What follows belongs to an exercise in optimizing a design on an open flow for small area, a short achievable clock period and few clock cycles per item; a production flow would make more cautious choices. Only simulation tests tie the RTL to the original design; equivalence was not proved. In every run shown here, the design's own scripts or RTL, not TritonCTS, make the clock network. The clock port is modelled as an ideal driver, which makes a skipped or thinned clock tree look cheaper than it is; a real chip needs a root buffer or a tree. Power is estimated from default activity; no workload was simulated.

$ cat design/flow/standard.sh
#!/bin/bash
# synth_recipe.tcl (not shown) runs the flow's synth.tcl, then flattens the netlist and writes it again
# the make line also repeats each setting of config.mk as NAME=value (left out here)
make -C /OpenROAD-flow-scripts/flow DESIGN_CONFIG=/design/flow/config.mk WORK_HOME=/design/flow/orfs CLKGATE_MAP_FILE= SYNTH_SCRIPT=/design/flow/synth_recipe.tcl "${@:-finish}"
$ cat design/flow/constraint.sdc
create_clock -name core_clock -period 5.0 [get_ports {clk}]
set_input_delay 1.0000 -clock core_clock [delete_from_list [all_inputs] [get_ports {clk}]]
set_output_delay 1.0000 -clock core_clock [all_outputs]
set_load 0.01 [all_outputs]
$ cat design/flow/flow/pre_io.tcl
# Keep each bit's pins together: the pins of bit i of every input and output
# form one group, with each output next to the input it comes from.
for {set i 0} {$i < 64} {incr i} {
  set h [expr {$i + 64}]
  set_io_pin_constraint -group -order -pin_names [list \
    "ek1\[$i\]" "k1\[$i\]" "ek2\[$i\]" "k2\[$i\]" "ct\[$i\]" "pt\[$h\]" \
    "ct\[$h\]" "pt\[$i\]" "ek3\[$i\]" "k3\[$i\]"]
}
$ cat design/flow/flow/pre_cts.tcl
# Replaces TritonCTS with a two-level tree built by manual_cts.tcl: the clock
# port drives four root buffers, each of which drives leaf buffers near the
# centres of clusters of flip-flops.
source $::env(FLOW_FLOW_DIR)/manual_cts.tcl
my_manual_cts $::env(FLOW_CTS_LEAVES) $::env(FLOW_CTS_ROOTS)
proc clock_tree_synthesis {args} {
  puts "clock tree already built by manual_cts.tcl"
}
$ cat design/flow/config.mk
export PLATFORM = sky130hd
export DESIGN_NAME = tdes_dec
export DESIGN_NICKNAME = tdes_dec
export VERILOG_FILES = /design/flow/design.v
export SDC_FILE = /design/flow/constraint.sdc
export NUM_CORES = 4
export LEC_CHECK = 0
export CAP_MARGIN = 20
export CORE_AREA = 5 5 175 175
export DIE_AREA = 0 0 180 180
export SETUP_SLACK_MARGIN = 3.1
export SLEW_MARGIN = 20
export SYNTH_HIERARCHICAL = 1
export SYNTH_MINIMUM_KEEP_SIZE = 0
$ cat design/flow/flow/run.sh
#!/bin/bash
# Standard layout, except:
#  - plain buffers on the ports instead of delay cells,
#  - pins one track apart so that the die can be small, and each bit's
#    inputs and outputs side by side (flow/pre_io.tcl),
#  - a two-level clock tree (flow/manual_cts.tcl) instead of TritonCTS's
#    three-level one,
#  - the buffers that ABC puts on the outputs of each kept module removed.
cp standard.sh standard_sh.txt
export BUFFER_PORTS_ARGS="-buffer_cell sky130_fd_sc_hd__buf_1"
export PLACE_PINS_ARGS="-min_distance 1 -min_distance_in_tracks"
export FLOW_FLOW_DIR=$PWD/flow
export PRE_IO_PLACEMENT_TCL=$PWD/flow/pre_io.tcl
export REMOVE_ABC_BUFFERS=1
export PRE_CTS_TCL=$PWD/flow/pre_cts.tcl
export FLOW_CTS_LEAVES=16
export FLOW_CTS_ROOTS=4
export FLOW_CTS_LEAF_BUF=sky130_fd_sc_hd__clkbuf_16
export FLOW_CTS_ROOT_BUF=sky130_fd_sc_hd__clkbuf_16
bash standard.sh > standard.log 2>&1
$ cat design/flow/design.v
package tdes_pkg;
	localparam int HALF_W  = 64;
	localparam int BLOCK_W = 2 * HALF_W;
	localparam int LANE_W  = 16;
	typedef logic [HALF_W-1:0]  half_t;
	typedef logic [BLOCK_W-1:0] block_t;
	typedef logic [HALF_W-1:0]  key_t;
	typedef logic [LANE_W-1:0]  lane_t;
	localparam int ROUNDS_PER_STAGE = 16;
	localparam int NUM_STAGES       = 3;
	localparam int TOTAL_ROUNDS = NUM_STAGES * ROUNDS_PER_STAGE;
endpackage
package tdes_ctrl_pkg;
	typedef logic hold_t;
endpackage
`timescale 1ns/1ps
module tdes_sequencer (
	input  logic clk,
	input  logic rst,
	input  logic start,
	output logic load,
	output logic ready,
	output logic done
);
	always_ff @(posedge clk) begin
		if (rst) begin
			done <= 1'b0;
		end else if (start) begin
			done <= 1'b1;
		end
	end
	assign ready = 1'b1;
	assign load  = start;
endmodule
`timescale 1ns/1ps
module tdes_key_schedule (
	input  tdes_pkg::key_t ek,
	output tdes_pkg::key_t k_last
);
	assign k_last = ek;
endmodule
`timescale 1ns/1ps
module tdes_feistel_round (
	input  tdes_pkg::block_t ct,
	input  tdes_pkg::key_t   ek1,
	input  tdes_pkg::key_t   ek2,
	input  tdes_pkg::key_t   ek3,
	output tdes_pkg::block_t pt
);
	tdes_pkg::half_t l;
	tdes_pkg::half_t r;
	tdes_pkg::half_t lr;
	tdes_pkg::half_t k12;
	tdes_pkg::half_t k123;
	tdes_pkg::half_t t;
	assign l = ct[tdes_pkg::BLOCK_W-1 -: tdes_pkg::HALF_W];
	assign r = ct[tdes_pkg::HALF_W-1:0];
	tdes_xor2 x0 (.a(l),   .b(r),    .y(lr));
	tdes_xor2 x1 (.a(ek1), .b(ek2),  .y(k12));
	tdes_xor2 x2 (.a(k12), .b(ek3),  .y(k123));
	tdes_xor2 x3 (.a(lr),  .b(k123), .y(t));
	assign pt = {t, l};
endmodule
module tdes_xor2 (
	input  tdes_pkg::half_t a,
	input  tdes_pkg::half_t b,
	output tdes_pkg::half_t y
);
	assign y = a ^ b;
endmodule
`timescale 1ns/1ps
module tdes_result_capture (
	input  logic             clk,
	input  logic             load,
	input  tdes_pkg::block_t pt_in,
	input  tdes_pkg::key_t   k1_in,
	input  tdes_pkg::key_t   k2_in,
	input  tdes_pkg::key_t   k3_in,
	output tdes_pkg::block_t pt,
	output tdes_pkg::key_t   k1,
	output tdes_pkg::key_t   k2,
	output tdes_pkg::key_t   k3
);
	always_ff @(posedge clk) begin
		if (load) begin
			pt <= pt_in;
			k1 <= k1_in;
			k2 <= k2_in;
			k3 <= k3_in;
		end
	end
endmodule
`timescale 1ns/1ps
module tdes_dec (
	input  logic             clk,
	input  logic             rst,
	input  logic             start,
	input  tdes_pkg::key_t   ek1,
	input  tdes_pkg::key_t   ek2,
	input  tdes_pkg::key_t   ek3,
	input  tdes_pkg::block_t ct,
	output logic             ready,
	output logic             done,
	output tdes_pkg::block_t pt,
	output tdes_pkg::key_t   k1,
	output tdes_pkg::key_t   k2,
	output tdes_pkg::key_t   k3
);
	logic             load;
	tdes_pkg::block_t pt_c;
	tdes_pkg::key_t   k1_c;
	tdes_pkg::key_t   k2_c;
	tdes_pkg::key_t   k3_c;
	tdes_sequencer seq0 (
		.clk   (clk),
		.rst   (rst),
		.start (start),
		.load  (load),
		.ready (ready),
		.done  (done)
	);
	tdes_feistel_round round0 (
		.ct  (ct),
		.ek1 (ek1),
		.ek2 (ek2),
		.ek3 (ek3),
		.pt  (pt_c)
	);
	tdes_key_schedule ks1 (.ek(ek1), .k_last(k1_c));
	tdes_key_schedule ks2 (.ek(ek2), .k_last(k2_c));
	tdes_key_schedule ks3 (.ek(ek3), .k_last(k3_c));
	tdes_result_capture cap0 (
		.clk   (clk),
		.load  (load),
		.pt_in (pt_c),
		.k1_in (k1_c),
		.k2_in (k2_c),
		.k3_in (k3_c),
		.pt    (pt),
		.k1    (k1),
		.k2    (k2),
		.k3    (k3)
	);
endmodule
$ cat design/flow/flow/manual_cts.tcl
# Two-level clock tree: one root clkbuf at the middle of the leaves, and one
# clkbuf per cluster of flip-flops (k-means on their placed locations).
proc my_manual_cts {nclusters nroots} {
  set block [ord::get_db_block]
  set clk_net [$block findNet clk]
  set pins {}
  set xs {}
  set ys {}
  foreach pin [get_pins -of_objects [get_nets clk] -filter "direction==input"] {
    set inst [[sta::sta_to_db_pin $pin] getInst]
    set bb [$inst getBBox]
    lappend pins $pin
    lappend xs [expr {([$bb xMin] + [$bb xMax]) / 2.0}]
    lappend ys [expr {([$bb yMin] + [$bb yMax]) / 2.0}]
  }
  set n [llength $pins]
  # k-means, seeded with points spread through the list sorted by x then y
  set order [lsort -integer -command [list apply {{xs ys a b} {
      set ka [expr {int([lindex $xs $a] / 20000) * 1000000 + [lindex $ys $a]}]
      set kb [expr {int([lindex $xs $b] / 20000) * 1000000 + [lindex $ys $b]}]
      expr {$ka < $kb ? -1 : ($ka > $kb ? 1 : 0)} } } $xs $ys] [lsearch -all [lrepeat $n x] x]]
  set cx {}
  set cy {}
  for {set k 0} {$k < $nclusters} {incr k} {
    set i [lindex $order [expr {int(($k + 0.5) * $n / $nclusters)}]]
    lappend cx [lindex $xs $i]
    lappend cy [lindex $ys $i]
  }
  set cap [expr {int(ceil(1.15 * $n / $nclusters))}]
  for {set iter 0} {$iter < 30} {incr iter} {
    # assign with a size cap: points in order of distance to their best centre
    set cand {}
    for {set i 0} {$i < $n} {incr i} {
      set best 1e30
      for {set k 0} {$k < $nclusters} {incr k} {
        set d [expr {abs([lindex $xs $i] - [lindex $cx $k]) + abs([lindex $ys $i] - [lindex $cy $k])}]
        if {$d < $best} { set best $d }
      }
      lappend cand [list $i $best]
    }
    set cnt [lrepeat $nclusters 0]
    set asg [lrepeat $n -1]
    foreach c [lsort -real -index 1 $cand] {
      set i [lindex $c 0]
      set bestk -1
      set best 1e30
      for {set k 0} {$k < $nclusters} {incr k} {
        if {[lindex $cnt $k] >= $cap} continue
        set d [expr {abs([lindex $xs $i] - [lindex $cx $k]) + abs([lindex $ys $i] - [lindex $cy $k])}]
        if {$d < $best} { set best $d; set bestk $k }
      }
      lset asg $i $bestk
      lset cnt $bestk [expr {[lindex $cnt $bestk] + 1}]
    }
    set sx [lrepeat $nclusters 0.0]
    set sy [lrepeat $nclusters 0.0]
    for {set i 0} {$i < $n} {incr i} {
      set k [lindex $asg $i]
      lset sx $k [expr {[lindex $sx $k] + [lindex $xs $i]}]
      lset sy $k [expr {[lindex $sy $k] + [lindex $ys $i]}]
    }
    for {set k 0} {$k < $nclusters} {incr k} {
      if {[lindex $cnt $k] > 0} {
        lset cx $k [expr {[lindex $sx $k] / [lindex $cnt $k]}]
        lset cy $k [expr {[lindex $sy $k] / [lindex $cnt $k]}]
      }
    }
  }
  set dbu [$block getDbUnitsPerMicron]
  set leaf_inputs {}
  set rx 0.0
  set ry 0.0
  set used 0
  for {set k 0} {$k < $nclusters} {incr k} {
    set lp {}
    for {set i 0} {$i < $n} {incr i} {
      if {[lindex $asg $i] == $k} { lappend lp [lindex $pins $i] }
    }
    if {[llength $lp] == 0} continue
    set x [expr {[lindex $cx $k] / $dbu}]
    set y [expr {[lindex $cy $k] / $dbu}]
    insert_buffer -buffer_cell $::env(FLOW_CTS_LEAF_BUF) -net clk -load_pins $lp \
      -location [list $x $y] -buffer_name clkleaf_${k}_ -net_name clknet_leaf_$k
    lappend leaf_inputs clkleaf_$k/A
    set rx [expr {$rx + $x}]
    set ry [expr {$ry + $y}]
    incr used
  }
  # leaves into nroots groups by angle around their centre, one root per group
  set rx [expr {$rx / $used}]
  set ry [expr {$ry / $used}]
  set leaves {}
  foreach inst [$block getInsts] {
    if {[string match clkleaf_* [$inst getName]]} {
      set bb [$inst getBBox]
      set x [expr {([$bb xMin] + [$bb xMax]) / 2.0 / $dbu}]
      set y [expr {([$bb yMin] + [$bb yMax]) / 2.0 / $dbu}]
      lappend leaves [list [$inst getName] $x $y [expr {atan2($y - $ry, $x - $rx)}]]
    }
  }
  set leaves [lsort -real -index 3 $leaves]
  set nl [llength $leaves]
  # rotate the start so that groups are compact: start at the largest angular gap
  set bestgap -1
  set start 0
  for {set i 0} {$i < $nl} {incr i} {
    set a [lindex $leaves $i 3]
    set b [lindex $leaves [expr {($i + 1) % $nl}] 3]
    set gap [expr {$b - $a}]
    if {$gap < 0} { set gap [expr {$gap + 6.283185307}] }
    if {$gap > $bestgap} { set bestgap $gap; set start [expr {($i + 1) % $nl}] }
  }
  set leaves [concat [lrange $leaves $start end] [lrange $leaves 0 [expr {$start - 1}]]]
  for {set g 0} {$g < $nroots} {incr g} {
    set lo [expr {int($g * $nl / $nroots)}]
    set hi [expr {int(($g + 1) * $nl / $nroots) - 1}]
    set grp [lrange $leaves $lo $hi]
    set gx 0.0
    set gy 0.0
    set lp {}
    foreach l $grp {
      set gx [expr {$gx + [lindex $l 1]}]
      set gy [expr {$gy + [lindex $l 2]}]
      lappend lp [get_pins [lindex $l 0]/A]
    }
    set gx [expr {$gx / [llength $grp]}]
    set gy [expr {$gy / [llength $grp]}]
    insert_buffer -buffer_cell $::env(FLOW_CTS_ROOT_BUF) -net clk -load_pins $lp \
      -location [list $gx $gy] -buffer_name clkroot_${g}_ -net_name clknet_root_$g
  }
  foreach net [$block getNets] {
    set nm [$net getName]
    if {$nm eq "clk" || [string match clknet_* $nm]} { $net setSigType CLOCK }
  }
  foreach inst [$block getInsts] {
    if {[string match clkleaf_* [$inst getName]] || [string match clkroot* [$inst getName]]} {
      $inst setSourceType TIMING
    }
  }
  foreach inst [$block getInsts] { if {[string match clk* [$inst getName]]} { puts "clock cell [$inst getName] [[$inst getMaster] getName]" } }
  puts "manual CTS: $n sinks, $used leaves, root at $rx $ry, counts $cnt"
}
==> flow_summary.toml, run 1 <==
[detailed_routing]
via_count = 7638
drcViolationCount = 0
wl_per_cell_microns = 19.4
drtIter0Drc = 426
wl_microns = 31800
drt_pass1_iterations = 4
vias_per_cell = 4.66
antenna_left = 0

[sta]
whs_ns = 0.478
period_minus_slack_ns = 1.89
max_freq_ghz = 0.528
fin_crit_sh_pct = 37.8
rsz0062_at_grt = "false"
finalSetupViolCount = 0
setup_tns_ns = 0
final.setup.worst_slack_ns = 3.11
slew_viol_final = 0
fin_skew_ns = 0
hold_violations = 0

[global_routing]
grt_first_pass_wirelength_microns = 46400
grt_pass1_vias = 7869
grt_max_degree = 58
overflow = 0
antenna_found_initial = 5
grt_use_total_pct = 18.0

[place]
hpwl_microns = 24800
post_dp_cell_area_sq_um = 14900
io_buffers = 643
pre_cts_slack_ns = 2.24
place_congestion = 0.886

[power_and_ir_drop]
power_density_nw_per_um2 = 366
combinationalPowerShare_pct = 14.8
power_w = 0.00568
p_int_w = 0.00429
ir_worst_vdd_mv = 0.200
clkPwrFrac_pct = 26.1
power_frac_seq_pct = 59.0
switchingPower_w = 0.00139
p_leak_nw = 5.39
swShare_pct = 24.5

[logic_synthesis]
synthMuxAreaShare_pct = 0
synth.distinct_cells = 6
synth.avg_cell_area_sq_um = 16.5
synth-xor-area-share_pct = 16.2
synth_top_family_by_area = "XOR/XNOR gates"
synth_area_sq_um = 13800
ys_ff_latch = 321
yosysSeqAreaShare_pct = 69.7
yosys.area_share.simple_pct = 0
ys_warn_count = 8
synth_compound_area_share_pct = 0.0724
syn_inst = 837
synth_fa_ha_area_share_pct = 0

[setup_path]
critPathArrivalTime_ns = 0.89
cpMaxStageDelayCell = "edfxtp_1"
path_max_fanout = 1
critPathCaptureType = "primary output"
critPathRequiredTime_ns = 4.00
path_class = "register to primary output"
cpPeakStageDelay_ns = 0.35
path_buf_inv = 1
start_kind = "register"
cp_cell_sequence = "buf_1"
cp_top_family = "flip-flops"

[finish]
area_delta_synth_final_pct = 12.1
fillers = 2460
multi_input_comb_area_sq_um = 2260
final_cell_mix = "628 x buf_1, 320 x edfxtp_1, 256 x xor2_1, 21 x clkbuf_16, 12 x clkbuf_2"
regArea_sq_um = 9630
nets = 1577
final_common_cell = "buf_1"
drive_gt1_share_pct = 3.59
fin_area_sq_um = 15500

[clock_tree]
holdBufCountCts = 0
clk_pin_slew_worst_paths_ns = 0.09
clk_latency_ns = 0.31

[floorplan]
die_area_sq_um = 32400
die_height_microns = 180
ioPinCount = 645
die_w_microns = 180
fp.coreArea_sq_um = 28600
num_rows = 62
start_util_pct = 48.3

[min_path]
hp-class = "register to register"

[run_status]
status = "complete, no violations"

[run]
maxCapViolations = 0
-- final cells by class, clock buffers not listed --
cell class	count	share of cell area (%)
Timing Repair Buffer	653	16.9
Sequential cell	321	62.1
Multi-Input combinational cell	258	14.6
Tap cell	384	3.10
Antenna cell	4	0.0646
-- worst paths after layout --
kind / start / end / slack, ns / cells after the start
max: cap0.pt[87] / pt[87] / 3.11 / 1
min: seq0.done / seq0.done / 0.48 / 1
max reg2reg: seq0.done / seq0.done / 4.42 / 1
min reg2reg: seq0.done / seq0.done / 0.48 / 1
-- layer usage --
| layer | vias to the layer above | GRT usage (%) | wire length (microns) |
|---|---|---|---|
| met1 | 3593 | 20.3 | 11200 |
| met4 | 2 | 8.47 | 1780 |
| met5 | - | 0 | 13 |
| met3 | 97 | 9.46 | 4610 |
| li1 | 3428 | - | - |
| met2 | 518 | 28.5 | 14200 |
-- per-stage QoR --
step	std cells	util, %
finish	1640	54.2
CTS	1636	54.1
detailed placement	1614	51.9
global placement	1614	51.9
floorplan	579	-
global route	1640	54.2
-- cell usage after synthesis, drive strengths merged --
cell | instances | share of area [%]
xor2 | 256 | 16
conb | 1 | 0.027
dfxtp | 1 | 0.14
edfxtp | 320 | 70
o21ba | 1 | 0.072
buf | 258 | 14
-- state kept, by name, indices dropped and copies added (netlist names) --
register / flops
seq0.done: 1
cap0.k1: 64
cap0.k3: 64
cap0.pt: 128
cap0.k2: 64
-- Yosys stat by module, one instance, submodules excluded, a selection --
module               times used  cells
tdes_xor2                     4     64
tdes_key_schedule             3     64
tdes_feistel_round            1     64
tdes_result_capture           1    320
tdes_sequencer                1      5
-- what timing repair did --
item | in CTS | in global routing
resized for setup | 14 | 12
setup endpoints to repair | 323 | 12
setup buffers | 0 | 0
pin swaps | 4 | 0
gates cloned | 2 | 0
-- kinds of logic (layout without fill, tap and decap cells) --
logic type,after synthesis,count (layout)
AOI/OAI and AO/OA,1,1
xor gates and xnor gates,256,256
buffers and inverters,258,673
DFF,321,321
other,1,5
-- power groups by stage --
stage,logic (W),registers (W),clock network (W)
5_1_grt,0.000901,0.00338,0.00162
3_3_place_gp,0.000816,0.00341,0
2_1_floorplan,0.000210,0.00356,0
3_5_place_dp,0.000823,0.00342,0
4_1_cts,0.000838,0.00342,0.00118
6_report,0.000843,0.00335,0.00149
Testbench counts, summed over its fixed seeds: cycles 192, items 192.
==> inputs of run 2 (changes only) <==
--- a/design/flow/flow/run.sh
+++ b/design/flow/flow/run.sh
@@ -1,6 +1,7 @@
 #!/bin/bash
 # Standard layout, except:
-#  - plain buffers on the ports instead of delay cells,
+#  - plain buffers on the ports instead of delay cells (buf_2 on the
+#    outputs, flow/pre_resize.tcl),
 #  - pins one track apart so that the die can be small, and each bit's
 #    inputs and outputs side by side (flow/pre_io.tcl),
 #  - a two-level clock tree (flow/manual_cts.tcl) instead of TritonCTS's
@@ -12,6 +13,7 @@
 export FLOW_FLOW_DIR=$PWD/flow
 export PRE_IO_PLACEMENT_TCL=$PWD/flow/pre_io.tcl
 export REMOVE_ABC_BUFFERS=1
+export PRE_RESIZE_TCL=$PWD/flow/pre_resize.tcl
 export PRE_CTS_TCL=$PWD/flow/pre_cts.tcl
 export FLOW_CTS_LEAVES=16
 export FLOW_CTS_ROOTS=4
==> design/flow/flow/pre_resize.tcl (new file) <==
# Output port buffers: buf_2 instead of buf_1, for the output pin's load.
foreach inst [get_cells output*] {
  if {[get_property $inst ref_name] eq "sky130_fd_sc_hd__buf_1"} {
    replace_cell $inst sky130_fd_sc_hd__buf_2
  }
}
==> flow_summary.toml, run 2 <==
[run_status]
status = "complete, no violations"

[power_and_ir_drop]
switchingPower_w = 0.00138
power_density_nw_per_um2 = 360
clkPwrFrac_pct = 25.8
ir_worst_vdd_mv = 0.225
combinationalPowerShare_pct = 16.0
power_w = 0.00575
swShare_pct = 24.1
p_leak_nw = 6.27
p_int_w = 0.00436
power_frac_seq_pct = 58.2

[floorplan]
ioPinCount = 645
start_util_pct = 48.3
die_area_sq_um = 32400
die_height_microns = 180
die_w_microns = 180
num_rows = 62
fp.coreArea_sq_um = 28600

[finish]
fillers = 2411
nets = 1578
final_cell_mix = "323 x buf_2, 320 x edfxtp_1, 315 x buf_1, 255 x xor2_1, 21 x clkbuf_16"
area_delta_synth_final_pct = 15.4
top_register = "cap0.pt"
post-route-util_pct = 55.7
final_common_cell = "buf_2"
largest_reg_flops = 128
drive_gt1_share_pct = 28.7

[sta]
hold_violations = 0
setup_tns_ns = 0
slew_viol_final = 0
max_freq_ghz = 0.531
rsz0062_at_grt = "true"
finalSetupViolCount = 0
fin_crit_sh_pct = 37.7
period_minus_slack_ns = 1.88
fin_skew_ns = 0

[logic_synthesis]
ys.flop_type = "edfxtp_1"
yosysSeqAreaShare_pct = 69.7
synth.avg_cell_area_sq_um = 16.5
yosysTopAreaCell = "edfxtp_1"
synth.area.top_cells = "edfxtp_1 70%, xor2_1 16%, buf_4 14%"
synth_area_sq_um = 13800
netlist.area_leader.share_pct = 69.5
synth.distinct_cells = 6
synth_common_cells = "320 x edfxtp_1, 258 x buf_4, 256 x xor2_1"
synth_edf_count = 320
synth-async-reset-ratio_pct = 0
syn_inst = 837
ys_warn_count = 8
yosysMostFrequentCell = "edfxtp_1"
ys_ff_latch = 321

[global_routing]
grt_pass1_vias = 8032
antenna_found_initial = 4
grt_use_met1_pct = 21.1
grt_first_pass_wirelength_microns = 47500
overflow = 0
use_met3_pct = 8.97
met2_usage_pct = 29.1
busiest_layer = "met2"
grt_use_total_pct = 18.4
grt_max_degree = 37

[setup_path]
path_max_fanout = 1
critPathRequiredTime_ns = 4.00
r2r_cells = 1
r2r_start = "seq0.done"
critPathCapture = "k1[30]"
path_buf_inv = 1
path_class = "register to primary output"
cp_cell_sequence = "buf_2"
r2r_setup_slack_ns = 4.42
start_kind = "register"
cpPeakStageDelay_ns = 0.41
cp.depth = 1
crit_start = "cap0.k1[30]"
cpMaxStageDelayCell = "edfxtp_1"
critPathCaptureType = "primary output"
cp_top_family = "flip-flops"
r2r-end = "seq0.done"
critPathArrivalTime_ns = 0.88

[detailed_routing]
vias_per_cell = 4.66
wl_microns = 32500
via_count = 7647
wl_per_cell_microns = 19.8
drcViolationCount = 0
drtIter0Drc = 418
antenna_left = 0
drt_pass1_iterations = 5

[place]
io_buffers = 643
hpwl_microns = 25200
place_congestion = 0.886

[min_path]
hp-class = "register to register"

[clock_tree]
clk_latency_ns = 0.31
clk_pin_slew_worst_paths_ns = 0.09

[run]
maxCapViolations = 0
## run 2: cell types whose count changed in the layout (fill, tap and decap cells not counted), sizes merged
cell / before / now
diode: 4 / 3
clkbuf: 34 / 22
buf: 639 / 652
## run 2: worst min-delay path by stage
stage,start,depth (start not counted),end
after floorplan,seq0.done,1,seq0.done
after global placement,seq0.done,1,seq0.done
after detailed placement,seq0.done,1,seq0.done
after CTS,seq0.done,1,seq0.done
after global routing,seq0.done,1,seq0.done
final,seq0.done,1,seq0.done
## run 2: cells by family (layout without fill, tap and decap cells)
| logic type | Yosys count | count (layout) | synth area share, % |
|---|---|---|---|
| other | 1 | 4 | 0.0271 |
| AO/OA/AOI/OAI | 1 | 1 | 0.0724 |
| flip-flops | 321 | 321 | 69.7 |
| buffers and inverters | 258 | 674 | 14.0 |
| XOR/XNOR | 256 | 256 | 16.2 |
## run 2: routing by layer
layer	routed length, microns	vias to the layer above	part of all wire, %
met4	1820	2	5.6
met3	4460	94	14
met5	20	-	0.062
met2	14400	518	44
met1	11700	3602	36
li1	-	3431	-
## run 2: through the flow
step                      hold slack (ns)  setup slack [ns]  cells  instance area (sq um)
after global routing                0.539              3.08   1640                  16000
after CTS                           0.459              3.10   1637                  15900
after global placement              0.467              2.30   1614                  14900
after detailed placement            0.459              2.27   1614                  15300
final                               0.475              3.12   1640                  16000
after floorplan                     0.516              3.29    579                  11900
## run 2: timing repair
action | CTS | global route
setup endpoints to repair | 324 | 10
buffers inserted | 0 | 0
gates cloned | 3 | 0
endpoints found under the hold margin | 0 | 0
resized for setup | 26 | 0
hold buffers | 0 | 0
pin swaps | 7 | 0
## run 2: final cells by class, clock buffers not listed
type	instances	area, sq um	share of cell area [%]
Antenna cell	3	7.51	0.0471
Sequential cell	321	9630	60.4
Tap cell	384	480	3.01
Timing Repair Buffer	654	3070	19.3
Multi-Input combinational cell	258	2260	14.2
## run 2: per-module statistics from Yosys (local to each module, per instance), excerpt
module	cells	cell area (sq um)	flops+latches	times used
tdes_result_capture	320	9610	320	1
tdes_xor2	64	561	0	4
tdes_feistel_round	64	480	0	1
tdes_key_schedule	64	480	0	3
tdes_sequencer	5	48.8	1	1
## run 2: power by group through the flow
| stage | Sequential [W] | Combinational, W | Clock, W |
|---|---|---|---|
| final | 0.00335 | 0.000920 | 0.00148 |
| after global routing | 0.00337 | 0.000980 | 0.00163 |
| after CTS | 0.00341 | 0.000918 | 0.00118 |
| after detailed placement | 0.00341 | 0.000895 | 0 |
| after global placement | 0.00341 | 0.000816 | 0 |
| after floorplan | 0.00356 | 0.000210 | 0 |
==> inputs of run 3 (changes only) <==
==> design/flow/flow/run.sh (replaced) <==
#!/bin/bash
# Standard layout, except:
#  - plain buffers on the ports instead of delay cells,
#  - pins one track apart so that the die can be small, and each bit's
#    inputs and outputs side by side (flow/pre_io.tcl),
#  - a two-level clock tree of inverters (flow/manual_cts.tcl) instead of
#    TritonCTS's three levels of buffers,
#  - the buffers that ABC puts on the outputs of each kept module removed.
cp standard.sh standard_sh.txt
export BUFFER_PORTS_ARGS="-buffer_cell sky130_fd_sc_hd__buf_1"
export PLACE_PINS_ARGS="-min_distance 1 -min_distance_in_tracks"
export FLOW_FLOW_DIR=$PWD/flow
export PRE_IO_PLACEMENT_TCL=$PWD/flow/pre_io.tcl
export REMOVE_ABC_BUFFERS=1
export PRE_CTS_TCL=$PWD/flow/pre_cts.tcl
export FLOW_CTS_LEAVES=24
export FLOW_CTS_ROOTS=4
export FLOW_CTS_LEAF_CELL=sky130_fd_sc_hd__clkinv_4
export FLOW_CTS_ROOT_CELL=sky130_fd_sc_hd__clkinv_16
bash standard.sh > standard.log 2>&1
==> design/flow/flow/manual_cts.tcl (replaced) <==

proc my_cts_pins {master} {
  set in ""
  set out ""
  foreach mt [$master getMTerms] {
    if {[$mt getSigType] ne "SIGNAL"} continue
    if {[$mt getIoType] eq "INPUT"} { set in [$mt getName] }
    if {[$mt getIoType] eq "OUTPUT"} { set out [$mt getName] }
  }
  return [list $in $out]
}

# Creates a cell of master_name at (x, y) um, fed from parent_net, driving the
# given iterms (moved off their net).
proc my_cts_insert {master_name parent_net iterms name x y} {
  set block [ord::get_db_block]
  set master [[ord::get_db] findMaster $master_name]
  lassign [my_cts_pins $master] in out
  set inst [odb::dbInst_create $block $master $name]
  set net [odb::dbNet_create $block clknet_$name]
  $net setSigType CLOCK
  foreach it $iterms {
    $it disconnect
    $it connect $net
  }
  [$inst findITerm $in] connect $parent_net
  [$inst findITerm $out] connect $net
  set dbu [$block getDbUnitsPerMicron]
  set w [$master getWidth]
  set h [$master getHeight]
  $inst setLocation [expr {int($x * $dbu - $w / 2)}] [expr {int($y * $dbu - $h / 2)}]
  $inst setPlacementStatus PLACED
  $inst setSourceType TIMING
  return $inst
}

proc my_cts_center {inst} {
  set bb [$inst getBBox]
  set dbu [[ord::get_db_block] getDbUnitsPerMicron]
  return [list [expr {([$bb xMin] + [$bb xMax]) / 2.0 / $dbu}] [expr {([$bb yMin] + [$bb yMax]) / 2.0 / $dbu}]]
}

proc my_manual_cts {nclusters nroots leaf_master root_master} {
  set block [ord::get_db_block]
  set clk_net [$block findNet clk]
  $clk_net setSigType CLOCK
  set sinks {}
  set xs {}
  set ys {}
  foreach it [$clk_net getITerms] {
    if {[[$it getMTerm] getIoType] ne "INPUT"} continue
    lappend sinks $it
    lassign [my_cts_center [$it getInst]] x y
    lappend xs $x
    lappend ys $y
  }
  set n [llength $sinks]
  # seeds: points spread through the list sorted by x band, then y
  set idx {}
  for {set i 0} {$i < $n} {incr i} {
    lappend idx [list $i [expr {int([lindex $xs $i] / 20.0) * 100000.0 + [lindex $ys $i]}]]
  }
  set order {}
  foreach p [lsort -real -index 1 $idx] { lappend order [lindex $p 0] }
  set cx {}
  set cy {}
  for {set k 0} {$k < $nclusters} {incr k} {
    set i [lindex $order [expr {int(($k + 0.5) * $n / $nclusters)}]]
    lappend cx [lindex $xs $i]
    lappend cy [lindex $ys $i]
  }
  set cap [expr {int(ceil(1.15 * $n / $nclusters))}]
  for {set iter 0} {$iter < 30} {incr iter} {
    # assign with a size cap, points nearest a centre first
    set cand {}
    for {set i 0} {$i < $n} {incr i} {
      set best 1e30
      for {set k 0} {$k < $nclusters} {incr k} {
        set d [expr {abs([lindex $xs $i] - [lindex $cx $k]) + abs([lindex $ys $i] - [lindex $cy $k])}]
        if {$d < $best} { set best $d }
      }
      lappend cand [list $i $best]
    }
    set cnt [lrepeat $nclusters 0]
    set asg [lrepeat $n -1]
    foreach c [lsort -real -index 1 $cand] {
      set i [lindex $c 0]
      set bestk -1
      set best 1e30
      for {set k 0} {$k < $nclusters} {incr k} {
        if {[lindex $cnt $k] >= $cap} continue
        set d [expr {abs([lindex $xs $i] - [lindex $cx $k]) + abs([lindex $ys $i] - [lindex $cy $k])}]
        if {$d < $best} { set best $d; set bestk $k }
      }
      lset asg $i $bestk
      lset cnt $bestk [expr {[lindex $cnt $bestk] + 1}]
    }
    set sx [lrepeat $nclusters 0.0]
    set sy [lrepeat $nclusters 0.0]
    for {set i 0} {$i < $n} {incr i} {
      set k [lindex $asg $i]
      lset sx $k [expr {[lindex $sx $k] + [lindex $xs $i]}]
      lset sy $k [expr {[lindex $sy $k] + [lindex $ys $i]}]
    }
    for {set k 0} {$k < $nclusters} {incr k} {
      if {[lindex $cnt $k] > 0} {
        lset cx $k [expr {[lindex $sx $k] / [lindex $cnt $k]}]
        lset cy $k [expr {[lindex $sy $k] / [lindex $cnt $k]}]
      }
    }
  }
  # leaves, first fed from the clock net
  set leaves {}
  set rx 0.0
  set ry 0.0
  for {set k 0} {$k < $nclusters} {incr k} {
    set its {}
    for {set i 0} {$i < $n} {incr i} {
      if {[lindex $asg $i] == $k} { lappend its [lindex $sinks $i] }
    }
    if {[llength $its] == 0} continue
    set x [lindex $cx $k]
    set y [lindex $cy $k]
    set inst [my_cts_insert $leaf_master $clk_net $its clkleaf_$k $x $y]
    lappend leaves [list $inst $x $y]
    set rx [expr {$rx + $x}]
    set ry [expr {$ry + $y}]
  }
  set nl [llength $leaves]
  set rx [expr {$rx / $nl}]
  set ry [expr {$ry / $nl}]
  # roots: leaves in nroots groups of neighbours by angle around their centre
  set la {}
  foreach l $leaves {
    lappend la [concat $l [expr {atan2([lindex $l 2] - $ry, [lindex $l 1] - $rx)}]]
  }
  set la [lsort -real -index 3 $la]
  set bestgap -1
  set start 0
  for {set i 0} {$i < $nl} {incr i} {
    set gap [expr {[lindex $la [expr {($i + 1) % $nl}] 3] - [lindex $la $i 3]}]
    if {$gap < 0} { set gap [expr {$gap + 6.283185307}] }
    if {$gap > $bestgap} { set bestgap $gap; set start [expr {($i + 1) % $nl}] }
  }
  set la [concat [lrange $la $start end] [lrange $la 0 [expr {$start - 1}]]]
  for {set g 0} {$g < $nroots} {incr g} {
    set grp [lrange $la [expr {int($g * $nl / $nroots)}] [expr {int(($g + 1) * $nl / $nroots) - 1}]]
    set gx 0.0
    set gy 0.0
    set its {}
    foreach l $grp {
      set inst [lindex $l 0]
      lassign [my_cts_pins [$inst getMaster]] in out
      lappend its [$inst findITerm $in]
      set gx [expr {$gx + [lindex $l 1]}]
      set gy [expr {$gy + [lindex $l 2]}]
    }
    set gx [expr {$gx / [llength $grp]}]
    set gy [expr {$gy / [llength $grp]}]
    my_cts_insert $root_master $clk_net $its clkroot_$g $gx $gy
  }
  puts "manual CTS: $n sinks, $nl leaves ($leaf_master), $nroots roots ($root_master), cluster sizes $cnt"
}
==> design/flow/flow/pre_cts.tcl (replaced) <==
# Replaces TritonCTS with a two-level tree built by manual_cts.tcl: the clock
# port drives four root cells, each of which drives leaf cells near the
# centres of clusters of flip-flops. The tree's inverters are final, so the
# step that clones clock inverters next to each register is skipped too.
source $::env(FLOW_FLOW_DIR)/manual_cts.tcl
my_manual_cts $::env(FLOW_CTS_LEAVES) $::env(FLOW_CTS_ROOTS) \
  $::env(FLOW_CTS_LEAF_CELL) $::env(FLOW_CTS_ROOT_CELL)
rename repair_clock_inverters ""
proc repair_clock_inverters {args} {
  puts "clock inverters left as manual_cts.tcl placed them"
}
rename clock_tree_synthesis ""
proc clock_tree_synthesis {args} {
  puts "clock tree already built by manual_cts.tcl"
}
--- a/design/flow/config.mk
+++ b/design/flow/config.mk
@@ -8,7 +8,7 @@
 export CAP_MARGIN = 20
 export CORE_AREA = 5 5 175 175
 export DIE_AREA = 0 0 180 180
-export SETUP_SLACK_MARGIN = 3.1
+export SETUP_SLACK_MARGIN = 3.25
 export SLEW_MARGIN = 20
 export SYNTH_HIERARCHICAL = 1
 export SYNTH_MINIMUM_KEEP_SIZE = 0
removed: design/flow/flow/pre_resize.tcl
==> flow_summary.toml, run 3 <==
[run_status]
status = "complete, no violations"

[power_and_ir_drop]
clkPwrFrac_pct = 19.3
swShare_pct = 27.9
combinationalPowerShare_pct = 17.9
ir_worst_vdd_mv = 0.216
power_density_nw_per_um2 = 324
p_int_w = 0.00385
p_leak_nw = 6.09
switchingPower_w = 0.00149
power_frac_seq_pct = 62.8

[logic_synthesis]
synth.area.top_cells = "edfxtp_1 70%, xor2_1 16%, buf_4 14%"
ys_ff_latch = 321
netlist.area_leader.share_pct = 69.5
ys.flop_type = "edfxtp_1"
synth_area_sq_um = 13800
synth-async-reset-ratio_pct = 0
synth_common_cells = "320 x edfxtp_1, 258 x buf_4, 256 x xor2_1"
ys_warn_count = 8
synth.avg_cell_area_sq_um = 16.5
synth_edf_count = 320
synth.distinct_cells = 6
yosysTopAreaCell = "edfxtp_1"
syn_inst = 837
yosysSeqAreaShare_pct = 69.7
yosysMostFrequentCell = "edfxtp_1"

[floorplan]
die_height_microns = 180
start_util_pct = 48.3
die_area_sq_um = 32400
die_w_microns = 180
ioPinCount = 645
num_rows = 62
fp.coreArea_sq_um = 28600

[global_routing]
grt_first_pass_wirelength_microns = 49000
met2_usage_pct = 29.9
grt_pass1_vias = 8326
grt_use_total_pct = 19.1
busiest_layer = "met2"
antenna_found_initial = 6
use_met3_pct = 9.42
grt_use_met1_pct = 21.5
grt_max_degree = 34
overflow = 0

[clock_tree]
clk_latency_ns = 0.15
clk_pin_slew_worst_paths_ns = 0.09
holdBufCountCts = 0

[setup_path]
cp.depth = 1
r2r-end = "seq0.done"
path_max_fanout = 1
r2r_start = "seq0.done"
r2r_cells = 1
r2r_setup_slack_ns = 4.42
cpMaxStageDelayCell = "edfxtp_1"
path_class = "register to primary output"
critPathRequiredTime_ns = 4.00
critPathArrivalTime_ns = 0.73
start_kind = "register"
path_buf_inv = 1
crit_start = "cap0.k3[31]"
cpPeakStageDelay_ns = 0.40
cp_cell_sequence = "clkbuf_2"
critPathCaptureType = "primary output"
critPathCapture = "k3[31]"
cp_top_family = "flip-flops"

[run]
maxCapViolations = 0

[detailed_routing]
drt_pass1_iterations = 4
vias_per_cell = 4.66
wl_microns = 33200
drcViolationCount = 0
antenna_left = 0
wl_per_cell_microns = 19.7
drtIter0Drc = 389
via_count = 7851

[finish]
area_delta_synth_final_pct = 19.5
regArea_sq_um = 9630
largest_reg_flops = 128
drive_gt1_share_pct = 16.9
multi_input_comb_area_sq_um = 2290
top_register = "cap0.pt"
final_common_cell = "buf_1"
fillers = 2343
nets = 1622
final_cell_mix = "503 x buf_1, 320 x edfxtp_1, 252 x xor2_1, 67 x clkbuf_2, 59 x buf_6"

[place]
place_congestion = 0.886
hpwl_microns = 24800
io_buffers = 643
pre_cts_slack_ns = 2.24

[sta]
slew_viol_final = 0
finalSetupViolCount = 0
fin_skew_ns = 0
max_freq_ghz = 0.577
fin_crit_sh_pct = 34.6
period_minus_slack_ns = 1.73
setup_tns_ns = 0
whs_ns = 0.473
final.setup.worst_slack_ns = 3.27
hold_violations = 0
rsz0062_at_grt = "true"

[min_path]
hp-class = "register to register"
[run 3: cell counts after synthesis]
No cell type changed its count.
[run 3: cell type report]
type                            instances  area share [%]
Antenna cell                            5          0.0757
Clock inverter                         28            2.00
Multi-Input combinational cell        258            13.8
Sequential cell                       321            58.3
Tap cell                              384            2.91
Timing Repair Buffer                  690            22.9
[run 3: logic make-up after synthesis]
kind of cell           Yosys count  share of synthesized area [%]
buffers and inverters          258                           14.0
other                            1                         0.0271
AO/OA/AOI/OAI                    1                         0.0724
XOR/XNOR                       256                           16.2
flip-flops                     321                           69.7
[run 3: routing by layer]
metal / share of wire [%] / wire length (microns)
met1: 34 / 11500
met2: 45 / 14900
met3: 14 / 4660
met4: 6.6 / 2210
met5: 0.039 / 13
[run 3: what timing repair did]
action / 4_1_cts / 5_1_grt
endpoints found under the setup margin: 385 / 77
buffers inserted: 26 / 0
gates resized for setup: 162 / 86
endpoints found under the hold margin: 0 / 0
pin swaps: 125 / 4
cloned: 13 / 0
[run 3: worst min-delay path by stage]
stage / start / slack [ns] / cells after the start / to
4_1_cts: seq0.done / 0.46 / 1 / seq0.done
2_1_floorplan: seq0.done / 0.52 / 1 / seq0.done
3_3_place_gp: seq0.done / 0.47 / 1 / seq0.done
5_1_grt: seq0.done / 0.54 / 1 / seq0.done
6_report: seq0.done / 0.47 / 1 / seq0.done
3_5_place_dp: seq0.done / 0.46 / 1 / seq0.done
[run 3: per-module statistics from Yosys, one instance, submodules excluded, a selection]
| module | area [sq um] | flops+latches | cells inside | copies in the design |
|---|---|---|---|---|
| tdes_xor2 | 561 | 0 | 64 | 4 |
| tdes_key_schedule | 480 | 0 | 64 | 3 |
| tdes_result_capture | 9610 | 320 | 320 | 1 |
| tdes_feistel_round | 480 | 0 | 64 | 1 |
| tdes_sequencer | 48.8 | 1 | 5 | 1 |
[run 3: power groups by stage]
stage               logic [W]  clock network (W)  registers [W]
floorplan            0.000210                  0        0.00356
global placement     0.000816                  0        0.00341
detailed placement   0.000823                  0        0.00342
CTS                  0.000935           0.000758        0.00342
global route          0.00102            0.00121        0.00338
finish               0.000959            0.00103        0.00335
[run 3: through the flow]
step | instance area (sq um) | utilization (%) | power, W | std cells
after detailed placement | 14900 | 51.9 | 0.00424 | 1614
after global routing | 16500 | 57.7 | 0.00561 | 1686
final | 16500 | 57.7 | 0.00534 | 1686
after floorplan | 11900 | - | 0.00377 | 579
after CTS | 16400 | 57.3 | 0.00511 | 1681
after global placement | 14900 | 51.9 | 0.00423 | 1614
==> inputs of run 4 (changes only) <==
--- a/design/flow/config.mk
+++ b/design/flow/config.mk
@@ -8,7 +8,7 @@
 export CAP_MARGIN = 20
 export CORE_AREA = 5 5 175 175
 export DIE_AREA = 0 0 180 180
-export SETUP_SLACK_MARGIN = 3.25
+export SETUP_SLACK_MARGIN = 3.1
 export SLEW_MARGIN = 20
 export SYNTH_HIERARCHICAL = 1
 export SYNTH_MINIMUM_KEEP_SIZE = 0
==> flow_summary.toml, run 4 <==
[detailed_routing]
drcViolationCount = 0
drtIter0Drc = 318
wl_per_cell_microns = 19.2
wl_microns = 31700
vias_per_cell = 4.66
antenna_left = 0
drt_pass1_iterations = 4
via_count = 7678

[run_status]
status = "complete, no violations"

[finish]
fin_cells = 1648
top_register = "cap0.pt"
multi_input_comb_area_sq_um = 2260
fillers = 2489
final_cell_mix = "640 x buf_1, 320 x edfxtp_1, 256 x xor2_1, 24 x clkinv_4, 5 x buf_6"
nets = 1585
final_common_cell = "buf_1"
area_delta_synth_final_pct = 10.8
largest_reg_flops = 128
regArea_sq_um = 9630
drive_gt1_share_pct = 3.25

[power_and_ir_drop]
p_leak_nw = 5.25
power_frac_seq_pct = 64.2
swShare_pct = 28.1
power_density_nw_per_um2 = 341
combinationalPowerShare_pct = 16.1
switchingPower_w = 0.00147
ir_worst_vdd_mv = 0.221
p_int_w = 0.00375
clkPwrFrac_pct = 19.7

[global_routing]
grt_use_total_pct = 18.1
grt_use_met1_pct = 20.3
met2_usage_pct = 28.2
antenna_found_initial = 5
overflow = 0
grt_first_pass_wirelength_microns = 46700
grt_pass1_vias = 7940
busiest_layer = "met2"
grt_max_degree = 58
use_met3_pct = 9.34

[setup_path]
path_max_fanout = 36
cp_top_family = "buffers and inverters"
r2r_cells = 1
path_class = "primary input to register"
cpMaxStageDelayCell = "buf_8"
start_kind = "primary input"
critPathCaptureType = "register"
cp_cell_sequence = "clkbuf_16 > buf_8"
cpPeakStageDelay_ns = 0.31
cp.depth = 2
path_buf_inv = 2
critPathArrivalTime_ns = 1.59
critPathRequiredTime_ns = 4.83

[logic_synthesis]
synth_common_cells = "320 x edfxtp_1, 258 x buf_4, 256 x xor2_1"
synth.distinct_cells = 6
ys.flop_type = "edfxtp_1"
yosysTopAreaCell = "edfxtp_1"
netlist.area_leader.share_pct = 69.5
synth.area.top_cells = "edfxtp_1 70%, xor2_1 16%, buf_4 14%"
ys_warn_count = 8
synth_edf_count = 320
synth-async-reset-ratio_pct = 0
yosysSeqAreaShare_pct = 69.7
synth.avg_cell_area_sq_um = 16.5
ys_ff_latch = 321
synth_area_sq_um = 13800
yosysMostFrequentCell = "edfxtp_1"
syn_inst = 837

[floorplan]
die_height_microns = 180
num_rows = 62
die_area_sq_um = 32400
fp.coreArea_sq_um = 28600
start_util_pct = 48.3
die_w_microns = 180
ioPinCount = 645

[sta]
finalSetupViolCount = 0
hold_violations = 0
rsz0062_at_grt = "false"
setup_tns_ns = 0
fin_crit_sh_pct = 35.2
slew_viol_final = 0
period_minus_slack_ns = 1.76
fin_skew_ns = 0
max_freq_ghz = 0.567

[min_path]
hp-class = "register to register"
hold_depth = 1

[place]
io_buffers = 643
dp_cells = 1614
place_congestion = 0.886
hpwl_microns = 24800

[clock_tree]
clk_pin_slew_worst_paths_ns = 0.07
holdBufCountCts = 0
clk_latency_ns = 0.15

[run]
maxCapViolations = 0
run 4: cell count changes in the layout (fill, tap and decap cells not counted):
| cell | previous run | this run |
|---|---|---|
| buf_1 | 503 | 640 |
| buf_12 | 10 | 0 |
| buf_16 | 15 | 3 |
| buf_2 | 13 | 0 |
| buf_4 | 18 | 2 |
| buf_6 | 59 | 5 |
| buf_8 | 2 | 1 |
| clkbuf_2 | 67 | 0 |
| clkbuf_8 | 2 | 1 |
| diode_2 | 5 | 4 |
| xor2_1 | 252 | 256 |
| xor2_2 | 4 | 0 |
run 4: per-module statistics from Yosys (local to each module, per instance), excerpt:
module               cell area (sq um)  times used  cells
tdes_key_schedule                  480           3     64
tdes_result_capture               9610           1    320
tdes_feistel_round                 480           1     64
tdes_sequencer                    48.8           1      5
tdes_xor2                          561           4     64
run 4: repair_timing:
action / 4_1_cts / 5_1_grt
setup endpoints to repair: 323 / 0
buffers inserted: 0 / 0
endpoints found under the hold margin: 0 / 0
resized for setup: 14 / 0
run 4: metal layers:
layer  wire length (microns)  up-vias
met5                      13        -
met4                    1980        2
met3                    4530      111
met2                   14000      507
met1                   11100     3595
li1                        -     3463
run 4: metrics by stage:
step	utilization (%)	setup WS, ns	cell area, sq um	power, W	hold WS, ns
2_1_floorplan	-	3.29	11900	0.00377	0.516
4_1_cts	53.5	3.07	15300	0.00501	0.464
3_3_place_gp	51.9	2.30	14900	0.00423	0.467
6_report	53.5	3.24	15300	0.00522	0.473
3_5_place_dp	51.9	2.24	14900	0.00424	0.464
5_1_grt	53.5	3.21	15300	0.00548	0.538
run 4: cells by family after synthesis:
group                  share of synthesized area [%]
AO/OA/AOI/OAI                                 0.0724
XOR/XNOR                                        16.2
buffers and inverters                           14.0
flip-flops                                      69.7
other                                         0.0271
run 4: worst paths after layout:
path | startpoint | slack, ns | end
worst max-delay path | start | 3.24 | cap0.k2[10]
worst min-delay path | seq0.done | 0.47 | seq0.done
worst max register to register | seq0.done | 4.42 | seq0.done
worst min register to register | seq0.done | 0.47 | seq0.done
run 4: area by class of cell:
type / instances / area share [%]
Sequential cell: 321 / 62.9
Timing Repair Buffer: 653 / 17.0
Multi-Input combinational cell: 258 / 14.7
Tap cell: 384 / 3.14
Clock inverter: 28 / 2.16
Antenna cell: 4 / 0.0654
run 4: power by group through the flow:
stage / Clock [W] / Combinational [W] / Sequential (W)
after detailed placement: 0 / 0.000823 / 0.00342
after floorplan: 0 / 0.000210 / 0.00356
after CTS: 0.000758 / 0.000837 / 0.00342
after global routing: 0.00121 / 0.000897 / 0.00338
final: 0.00103 / 0.000839 / 0.00335
after global placement: 0 / 0.000816 / 0.00341
==> inputs of run 5 (changes only) <==
--- a/design/flow/config.mk
+++ b/design/flow/config.mk
@@ -6,8 +6,8 @@
 export NUM_CORES = 4
 export LEC_CHECK = 0
 export CAP_MARGIN = 20
-export CORE_AREA = 5 5 175 175
-export DIE_AREA = 0 0 180 180
+export CORE_AREA = 5 5 160 160
+export DIE_AREA = 0 0 165 165
 export SETUP_SLACK_MARGIN = 3.1
 export SLEW_MARGIN = 20
 export SYNTH_HIERARCHICAL = 1
==> flow_summary.toml, run 5 <==
[run_status]
status = "complete, no violations"

[clock_tree]
cts_setup_buffers = 0
clk_pin_slew_worst_paths_ns = 0.09
holdBufCountCts = 0
clk_latency_ns = 0.14

[sta]
slew_viol_final = 0
fin_crit_sh_pct = 35.4
rsz0062_at_grt = "false"
finalSetupViolCount = 0
hold_violations = 0
setup_tns_ns = 0
period_minus_slack_ns = 1.77
fin_skew_ns = 0
max_freq_ghz = 0.565

[global_routing]
grt_first_pass_wirelength_microns = 46700
antenna_found_initial = 18
overflow = 0
grt_use_total_pct = 23.1
grt_pass1_vias = 7852
grt_max_degree = 67

[detailed_routing]
drtIter0Drc = 597
vias_per_cell = 4.87
drcViolationCount = 0
wl_microns = 34200
wl_per_cell_microns = 21.6
antenna_left = 0
drt_pass1_iterations = 5
via_count = 7731

[logic_synthesis]
yosysMostFrequentCell = "edfxtp_1"
synth.area.top_cells = "edfxtp_1 70%, xor2_1 16%, buf_4 14%"
synth_area_sq_um = 13800
ys.flop_type = "edfxtp_1"
synth_common_cells = "320 x edfxtp_1, 258 x buf_4, 256 x xor2_1"
netlist.area_leader.share_pct = 69.5
yosysTopAreaCell = "edfxtp_1"
yosysSeqAreaShare_pct = 69.7
synth-async-reset-ratio_pct = 0
synth.avg_cell_area_sq_um = 16.5
synth.distinct_cells = 6
ys_ff_latch = 321
syn_inst = 837
ys_warn_count = 8
synth_edf_count = 320

[setup_path]
r2r-end = "seq0.done"
path_class = "register to primary output"
cp_cell_sequence = "buf_1"
cpPeakStageDelay_ns = 0.34
r2r_cells = 1
cp_top_family = "flip-flops"
start_kind = "register"
path_buf_inv = 1
r2r_start = "seq0.done"
r2r_setup_slack_ns = 4.42
critPathRequiredTime_ns = 4.00
critPathCaptureType = "primary output"
critPathArrivalTime_ns = 0.77
cpMaxStageDelayCell = "edfxtp_1"
path_max_fanout = 1

[finish]
nets = 1583
post-route-util_pct = 65.2
fillers = 1818
fin_area_sq_um = 15400
drive_gt1_share_pct = 3.82
final_common_cell = "buf_1"
fin_cells = 1586
top_register = "cap0.pt"
largest_reg_flops = 128
area_delta_synth_final_pct = 11.1
final_cell_mix = "636 x buf_1, 320 x edfxtp_1, 251 x xor2_1, 24 x clkinv_4, 6 x buf_16"

[place]
io_buffers = 643
post_dp_cell_area_sq_um = 14800
dp_cells = 1544
hpwl_microns = 27000
place_congestion = 0.890

[floorplan]
die_area_sq_um = 27200
fp.coreArea_sq_um = 23500
die_height_microns = 165
ioPinCount = 645
start_util_pct = 58.7
die_w_microns = 165
num_rows = 56

[power_and_ir_drop]
ir_worst_vdd_mv = 0.196
p_leak_nw = 5.30
power_density_nw_per_um2 = 343
power_w = 0.00526

[min_path]
hp-class = "register to register"
hold_end = "seq0.done"
min-delay-start = "seq0.done"
hold_depth = 1

[run]
maxCapViolations = 0
-- run 5: changes by cell type in the layout (fill, tap and decap cells not counted) --
| cell | delta |
|---|---|
| xor2_1 | -5 |
| buf_6 | -4 |
| buf_2 | +5 |
| buf_1 | -4 |
| clkbuf_8 | -1 |
| bufbuf_16 | +2 |
| buf_4 | -2 |
| buf_8 | -1 |
| buf_16 | +3 |
| xor2_2 | +5 |
| diode_2 | +5 |
-- run 5: kinds of logic (layout without fill, tap and decap cells) --
kind of cell | count (synthesis) | in the layout | share of synthesized area [%]
flip-flops | 321 | 321 | 69.7
buffers and inverters | 258 | 679 | 14.0
XOR/XNOR | 256 | 256 | 16.2
other | 1 | 10 | 0.0271
AO/OA/AOI/OAI | 1 | 1 | 0.0724
-- run 5: power by group --
part | leakage [nW] | total, W | internal, W | switching [W]
Combinational | 2.02 | 0.000875 | 0.000299 | 0.000577
Clock | 0.145 | 0.00103 | 0.000184 | 0.000849
Sequential | 3.14 | 0.00335 | 0.00328 | 0.0000699
Total | 5.30 | 0.00526 | 0.00376 | 0.00150
-- run 5: per-module statistics from Yosys (local to each module, per instance), a selection --
| module | cells inside | copies in the design | flip-flops and latches | cell area (sq um) |
|---|---|---|---|---|
| tdes_result_capture | 320 | 1 | 320 | 9610 |
| tdes_xor2 | 64 | 4 | 0 | 561 |
| tdes_feistel_round | 64 | 1 | 0 | 480 |
| tdes_key_schedule | 64 | 3 | 0 | 480 |
| tdes_sequencer | 5 | 1 | 1 | 48.8 |
-- run 5: how the worst max path moves through the flow --
| stage | startpoint | end | slack, ns | cells after the start |
|---|---|---|---|---|
| finish | cap0.k3[5] | k3[5] | 3.23 | 1 |
| global route | ek2[34] | cap0.pt[98] | 3.17 | 4 |
| CTS | start | cap0.k2[10] | 3.09 | 2 |
| detailed placement | start | cap0.k2[45] | 2.82 | 2 |
| global placement | start | cap0.k1[45] | 2.84 | 2 |
| floorplan | ek2[36] | cap0.pt[100] | 3.29 | 3 |
-- run 5: cell type report --
class | instances | area (sq um) | area share, %
antenna | 9 | 22.5 | 0.147
sequential | 321 | 9630 | 62.7
tap | 319 | 399 | 2.60
multi-input combinational | 258 | 2290 | 14.9
timing repair buffer | 651 | 2680 | 17.4
clock inverter | 28 | 330 | 2.15
-- run 5: timing repair --
action	in CTS	in global routing
endpoints found under the hold margin	0	0
endpoints found under the setup margin	325	0
gates resized for setup	21	0
-- run 5: through the flow --
stage	hold WS [ns]	setup WS, ns
6_report	0.473	3.23
5_1_grt	0.524	3.17
2_1_floorplan	0.516	3.29
4_1_cts	0.466	3.09
3_3_place_gp	0.461	2.84
3_5_place_dp	0.466	2.82
-- run 5: per-layer routing --
layer	vias to the layer above	GRT usage (%)	part of all wire, %
met5	-	0	0.35
met3	107	14.4	18
li1	3464	-	-
met4	18	9.26	4.2
met2	583	34.1	43
met1	3559	27.0	35
==> inputs of run 6 (changes only) <==
--- a/design/flow/config.mk
+++ b/design/flow/config.mk
@@ -6,8 +6,8 @@
 export NUM_CORES = 4
 export LEC_CHECK = 0
 export CAP_MARGIN = 20
-export CORE_AREA = 5 5 160 160
-export DIE_AREA = 0 0 165 165
+export CORE_AREA = 5 5 225 225
+export DIE_AREA = 0 0 230 230
 export SETUP_SLACK_MARGIN = 3.1
 export SLEW_MARGIN = 20
 export SYNTH_HIERARCHICAL = 1
==> flow_summary.toml, run 6 <==
[logic_synthesis]
synthMuxAreaShare_pct = 0
synth_area_sq_um = 13800
synth-xor-area-share_pct = 16.2
yosysTopAreaCell = "edfxtp_1"
yosysSeqAreaShare_pct = 69.7
synth.area.top_cells = "edfxtp_1 70%, xor2_1 16%, buf_4 14%"
yosys.area_share.simple_pct = 0
synth.distinct_cells = 6
synth_compound_area_share_pct = 0.0724
synth_top_family_by_area = "XOR/XNOR gates"
ys_ff_latch = 321
synth_common_cells = "320 x edfxtp_1, 258 x buf_4, 256 x xor2_1"
synth_edf_count = 320
yosysMostFrequentCell = "edfxtp_1"
ys_warn_count = 8
syn_inst = 837
synth.avg_cell_area_sq_um = 16.5
synth_fa_ha_area_share_pct = 0
synth-async-reset-ratio_pct = 0
ys.flop_type = "edfxtp_1"
netlist.area_leader.share_pct = 69.5

[global_routing]
grt_first_pass_wirelength_microns = 48000
antenna_found_initial = 0
overflow = 0
grt_pass1_vias = 8240
grt_use_total_pct = 11.3
grt_max_degree = 37

[power_and_ir_drop]
ir_worst_vdd_mv = 0.212
power_density_nw_per_um2 = 336
p_leak_nw = 5.27

[sta]
setup_tns_ns = 0
rsz0062_at_grt = "false"
fin_skew_ns = 0
whs_ns = 0.503
fin_crit_sh_pct = 35.4
finalSetupViolCount = 0
period_minus_slack_ns = 1.77
max_freq_ghz = 0.565
slew_viol_final = 0
hold_violations = 0

[floorplan]
num_rows = 80
die_area_sq_um = 52900
start_util_pct = 28.9
fp.coreArea_sq_um = 47800
die_height_microns = 230
ioPinCount = 645
die_w_microns = 230

[setup_path]
path_max_fanout = 34
cpPeakStageDelay_ns = 0.30
critPathRequiredTime_ns = 4.84
cp_cell_sequence = "clkbuf_16 > buf_6"
start_kind = "primary input"
critPathArrivalTime_ns = 1.61
cpMaxStageDelayCell = "buf_6"
crit_start = "start"
r2r_start = "seq0.done"
critPathCaptureType = "register"
cp_top_family = "buffers and inverters"
path_buf_inv = 2
path_class = "primary input to register"

[detailed_routing]
drtIter0Drc = 428
vias_per_cell = 4.12
wl_per_cell_microns = 17.6
via_count = 7734
wl_microns = 33100
antenna_left = 0
drt_pass1_iterations = 5
drcViolationCount = 0

[finish]
largest_reg_flops = 128
top_register = "cap0.pt"
area_delta_synth_final_pct = 13.1
nets = 1588
final_common_cell = "buf_1"
final_cell_mix = "639 x buf_1, 320 x edfxtp_1, 255 x xor2_1, 24 x clkinv_4, 5 x buf_4"
drive_gt1_share_pct = 3.64

[min_path]
min-delay-start = "seq0.done"
hp-class = "register to register"

[clock_tree]
holdBufCountCts = 0
clk_latency_ns = 0.17
clk_pin_slew_worst_paths_ns = 0.09

[run_status]
status = "complete, no violations"

[run]
maxCapViolations = 0

[place]
place_congestion = 0.819
hpwl_microns = 26200
io_buffers = 643
## run 6: worst paths after layout
path / slack, ns / depth (start not counted) / to
setup / recovery: 3.23 / 2 / cap0.k1[55]
hold / removal: 0.50 / 1 / seq0.done
setup reg to reg: 4.40 / 1 / seq0.done
hold reg to reg: 0.50 / 1 / seq0.done
## run 6: area by class of cell
| class | count | area [sq um] |
|---|---|---|
| clock inverter | 28 | 330 |
| tap | 615 | 769 |
| sequential | 321 | 9630 |
| fill | 4796 | 32200 |
| antenna | 1 | 2.50 |
| timing repair buffer | 656 | 2640 |
| multi-input combinational | 258 | 2260 |
## run 6: per-layer routing
layer	vias up	part of all wire [%]	GRT usage, %
met1	3562	39	13.8
met4	0	4.9	4.97
li1	3455	-	-
met2	630	40	16.3
met3	87	16	6.19
met5	-	0	0.551
## run 6: power by group
group | internal (W) | switching [W] | total (W)
Clock | 0.000183 | 0.000856 | 0.00104
Sequential | 0.00328 | 0.0000777 | 0.00336
Combinational | 0.000292 | 0.000559 | 0.000851
## run 6: cells by family (layout without fill, tap and decap cells)
logic type | Yosys count | count (layout)
buffers and inverters | 258 | 684
other | 1 | 2
XOR/XNOR | 256 | 256
flip-flops | 321 | 321
AO/OA/AOI/OAI | 1 | 1
## run 6: per-module statistics from Yosys, one instance, submodules excluded, excerpt
| module | cell area (sq um) | flip-flops and latches | times used |
|---|---|---|---|
| tdes_key_schedule | 480 | 0 | 3 |
| tdes_feistel_round | 480 | 0 | 1 |
| tdes_xor2 | 561 | 0 | 4 |
| tdes_result_capture | 9610 | 320 | 1 |
| tdes_sequencer | 48.8 | 1 | 1 |
## run 6: timing repair
| action | 4_1_cts | 5_1_grt |
|---|---|---|
| setup buffers | 0 | 0 |
| endpoints found under the setup margin | 324 | 0 |
| gates resized for setup | 14 | 0 |
## run 6: through the flow
step	util (%)	setup slack, ns	cell area (sq um)	instances	total power, W
CTS	32.7	3.04	15600	1878	0.00503
floorplan	-	3.29	11900	579	0.00377
finish	32.7	3.23	15600	1879	0.00525
detailed placement	31.7	2.24	15200	1847	0.00425
global route	32.7	3.20	15600	1878	0.00551
global placement	31.7	2.29	15200	1847	0.00424
==> inputs of run 7 (changes only) <==
--- a/design/flow/config.mk
+++ b/design/flow/config.mk
@@ -6,9 +6,9 @@
 export NUM_CORES = 4
 export LEC_CHECK = 0
 export CAP_MARGIN = 20
-export CORE_AREA = 5 5 225 225
-export DIE_AREA = 0 0 230 230
-export SETUP_SLACK_MARGIN = 3.1
+export CORE_AREA = 5 5 195 195
+export DIE_AREA = 0 0 200 200
+export SETUP_SLACK_MARGIN = 3.0
 export SLEW_MARGIN = 20
 export SYNTH_HIERARCHICAL = 1
 export SYNTH_MINIMUM_KEEP_SIZE = 0
==> flow_summary.toml, run 7 <==
[sta]
period_minus_slack_ns = 1.86
hold_violations = 0
max_freq_ghz = 0.537
setup_tns_ns = 0
rsz0062_at_grt = "false"
fin_skew_ns = 0
fin_crit_sh_pct = 37.3
finalSetupViolCount = 0
slew_viol_final = 0

[setup_path]
cp_cell_sequence = "clkbuf_16 > bufbuf_16"
cp_top_family = "buffers and inverters"
path_class = "primary input to register"
critPathRequiredTime_ns = 4.83
cpPeakStageDelay_ns = 0.42
path_max_fanout = 41
cpMaxStageDelayCell = "bufbuf_16"
start_kind = "primary input"
critPathCaptureType = "register"
critPathArrivalTime_ns = 1.70
path_buf_inv = 2

[detailed_routing]
drt_pass1_iterations = 5
wl_per_cell_microns = 18.4
drcViolationCount = 0
antenna_left = 0
vias_per_cell = 4.40
via_count = 7579
drtIter0Drc = 257
wl_microns = 31700

[clock_tree]
clk_latency_ns = 0.16
clk_pin_slew_worst_paths_ns = 0.08

[power_and_ir_drop]
power_density_nw_per_um2 = 340
ir_worst_vdd_mv = 0.174
p_leak_nw = 5.26

[finish]
nets = 1586
top_register = "cap0.pt"
drive_gt1_share_pct = 3.17
final_common_cell = "buf_1"
final_cell_mix = "642 x buf_1, 320 x edfxtp_1, 256 x xor2_1, 24 x clkinv_4, 6 x buf_4"
fillers = 3304
area_delta_synth_final_pct = 11.5
largest_reg_flops = 128
fin_cells = 1724

[place]
place_congestion = 0.856
hpwl_microns = 24600
io_buffers = 643
dp_cells = 1691

[floorplan]
ioPinCount = 645
die_w_microns = 200
die_height_microns = 200
num_rows = 69
die_area_sq_um = 40000
fp.coreArea_sq_um = 35600
start_util_pct = 38.9

[logic_synthesis]
synth_area_sq_um = 13800
synth.avg_cell_area_sq_um = 16.5
yosysMostFrequentCell = "edfxtp_1"
yosysSeqAreaShare_pct = 69.7
ys_warn_count = 8
ys_ff_latch = 321
synth-async-reset-ratio_pct = 0
synth.area.top_cells = "edfxtp_1 70%, xor2_1 16%, buf_4 14%"
synth_common_cells = "320 x edfxtp_1, 258 x buf_4, 256 x xor2_1"
synth.distinct_cells = 6
netlist.area_leader.share_pct = 69.5
syn_inst = 837
ys.flop_type = "edfxtp_1"
yosysTopAreaCell = "edfxtp_1"
synth_edf_count = 320

[run_status]
status = "complete, no violations"

[run]
maxCapViolations = 0

[global_routing]
grt_use_total_pct = 13.8
grt_first_pass_wirelength_microns = 43800
grt_pass1_vias = 7750
antenna_found_initial = 1
overflow = 0
grt_max_degree = 46

[min_path]
hp-class = "register to register"
## run 7: changes by cell type in the layout (fill, tap and decap cells not counted), sizes merged
cell	change
diode	+1
buf	-4
bufbuf	+2
## run 7: metrics by stage
stage / utilization (%) / instance area, sq um / setup WS (ns) / total power, W / hold slack, ns
floorplan: - / 11900 / 3.29 / 0.00377 / 0.516
global placement: 42.1 / 15000 / 2.36 / 0.00423 / 0.458
detailed placement: 42.1 / 15000 / 2.32 / 0.00425 / 0.461
CTS: 43.3 / 15400 / 2.96 / 0.00502 / 0.459
global route: 43.3 / 15400 / 3.12 / 0.00551 / 0.500
finish: 43.3 / 15400 / 3.14 / 0.00524 / 0.477
## run 7: final timing paths
kind,startpoint,to,slack (ns),depth (start not counted)
worst min register to register,seq0.done,seq0.done,0.48,1
worst min-delay path,seq0.done,seq0.done,0.48,1
worst max register to register,seq0.done,seq0.done,4.42,1
worst max-delay path,start,cap0.pt[36],3.14,2
## run 7: what timing repair did
action,CTS,global route
setup endpoints to repair,321,0
setup buffers,0,0
endpoints found under the hold margin,0,0
hold buffers,0,0
resized for setup,4,0
## run 7: power by group
part	leakage [nW]	internal, W	switching, W
Sequential	3.14	0.00328	0.0000758
Clock	0.144	0.000183	0.000858
Combinational	1.98	0.000291	0.000549
Total	5.26	0.00376	0.00148
## run 7: modules after synthesis (local to each module, per instance), a selection
module | times used | cells inside | flip-flops and latches
tdes_feistel_round | 1 | 64 | 0
tdes_key_schedule | 3 | 64 | 0
tdes_result_capture | 1 | 320 | 320
tdes_sequencer | 1 | 5 | 1
tdes_xor2 | 4 | 64 | 0
## run 7: logic make-up (layout without fill, tap and decap cells)
logic type,count (synthesis),in the layout,synth area share [%]
other,1,3,0.0271
flip-flops,321,321,69.7
XOR/XNOR,256,256,16.2
buffers and inverters,258,682,14.0
AO/OA/AOI/OAI,1,1,0.0724
## run 7: per-layer routing
metal  part of all wire (%)  wire length [microns]  up-vias  track usage, %
li1                       -                      -     3455               -
met1                     36                  11300     3544            16.6
met2                     43                  13800      501            21.3
met3                     16                   5230       79            7.15
met4                    4.3                   1350        0            5.26
met5                      0                      0        -               0
## run 7: area by class of cell
type                            instances  area, sq um  area share, %
Antenna cell                            2         5.00         0.0325
Clock inverter                         28          330           2.14
Multi-Input combinational cell        258         2260           14.6
Sequential cell                       321         9630           62.5
Tap cell                              461          577           3.74
Timing Repair Buffer                  654         2610           17.0

-- static timing again, ports no longer ideal --
Ports are ideal in the flow. The routed layouts listed here were re-timed in OpenROAD.
Step 1, drivers: a clkbuf_16 drives clk and a buf_2 each remaining input, both assumed.
Step 2 also shifts input and output timing later by t, the mid clock arrival at the registers, as if the neighbouring blocks saw the same clock.
Three values: no drivers, after step 1, after step 2; two values: the first two.
run | t, ns | slack for setup (ns) | hold slack, ns | worst setup path after step 2 | slew at the worst register clock pin (ns)
run 1 | 0.408 | 3.108 / 3.000 / 2.970 | 0.478 / 0.478 / 0.478 | input to register | 0.09 / 0.09
run 2 | 0.410 | 3.117 / 3.010 / 3.001 | 0.475 / 0.475 / 0.475 | input to register | 0.09 / 0.09
run 3 | 0.378 | 3.268 / 3.046 / 2.994 | 0.473 / 0.473 / 0.473 | input to register | 0.10 / 0.10
run 4 | 0.378 | 3.238 / 3.024 / 2.967 | 0.473 / 0.474 / 0.474 | input to register | 0.10 / 0.10
run 5 | 0.381 | 3.229 / 3.004 / 3.044 | 0.473 / 0.474 / 0.474 | input to register | 0.10 / 0.10
run 6 | 0.390 | 3.229 / 3.005 / 2.968 | 0.503 / 0.503 / 0.503 | input to register | 0.10 / 0.11
run 7 | 0.385 | 3.136 / 3.030 / 2.884 | 0.477 / 0.478 / 0.478 | input to register | 0.10 / 0.10
After both steps every run listed still meets setup and hold. For run 3, which loses most, drivers alone change the setup slack by -0.222 ns; drivers and shift together by -0.274 ns.
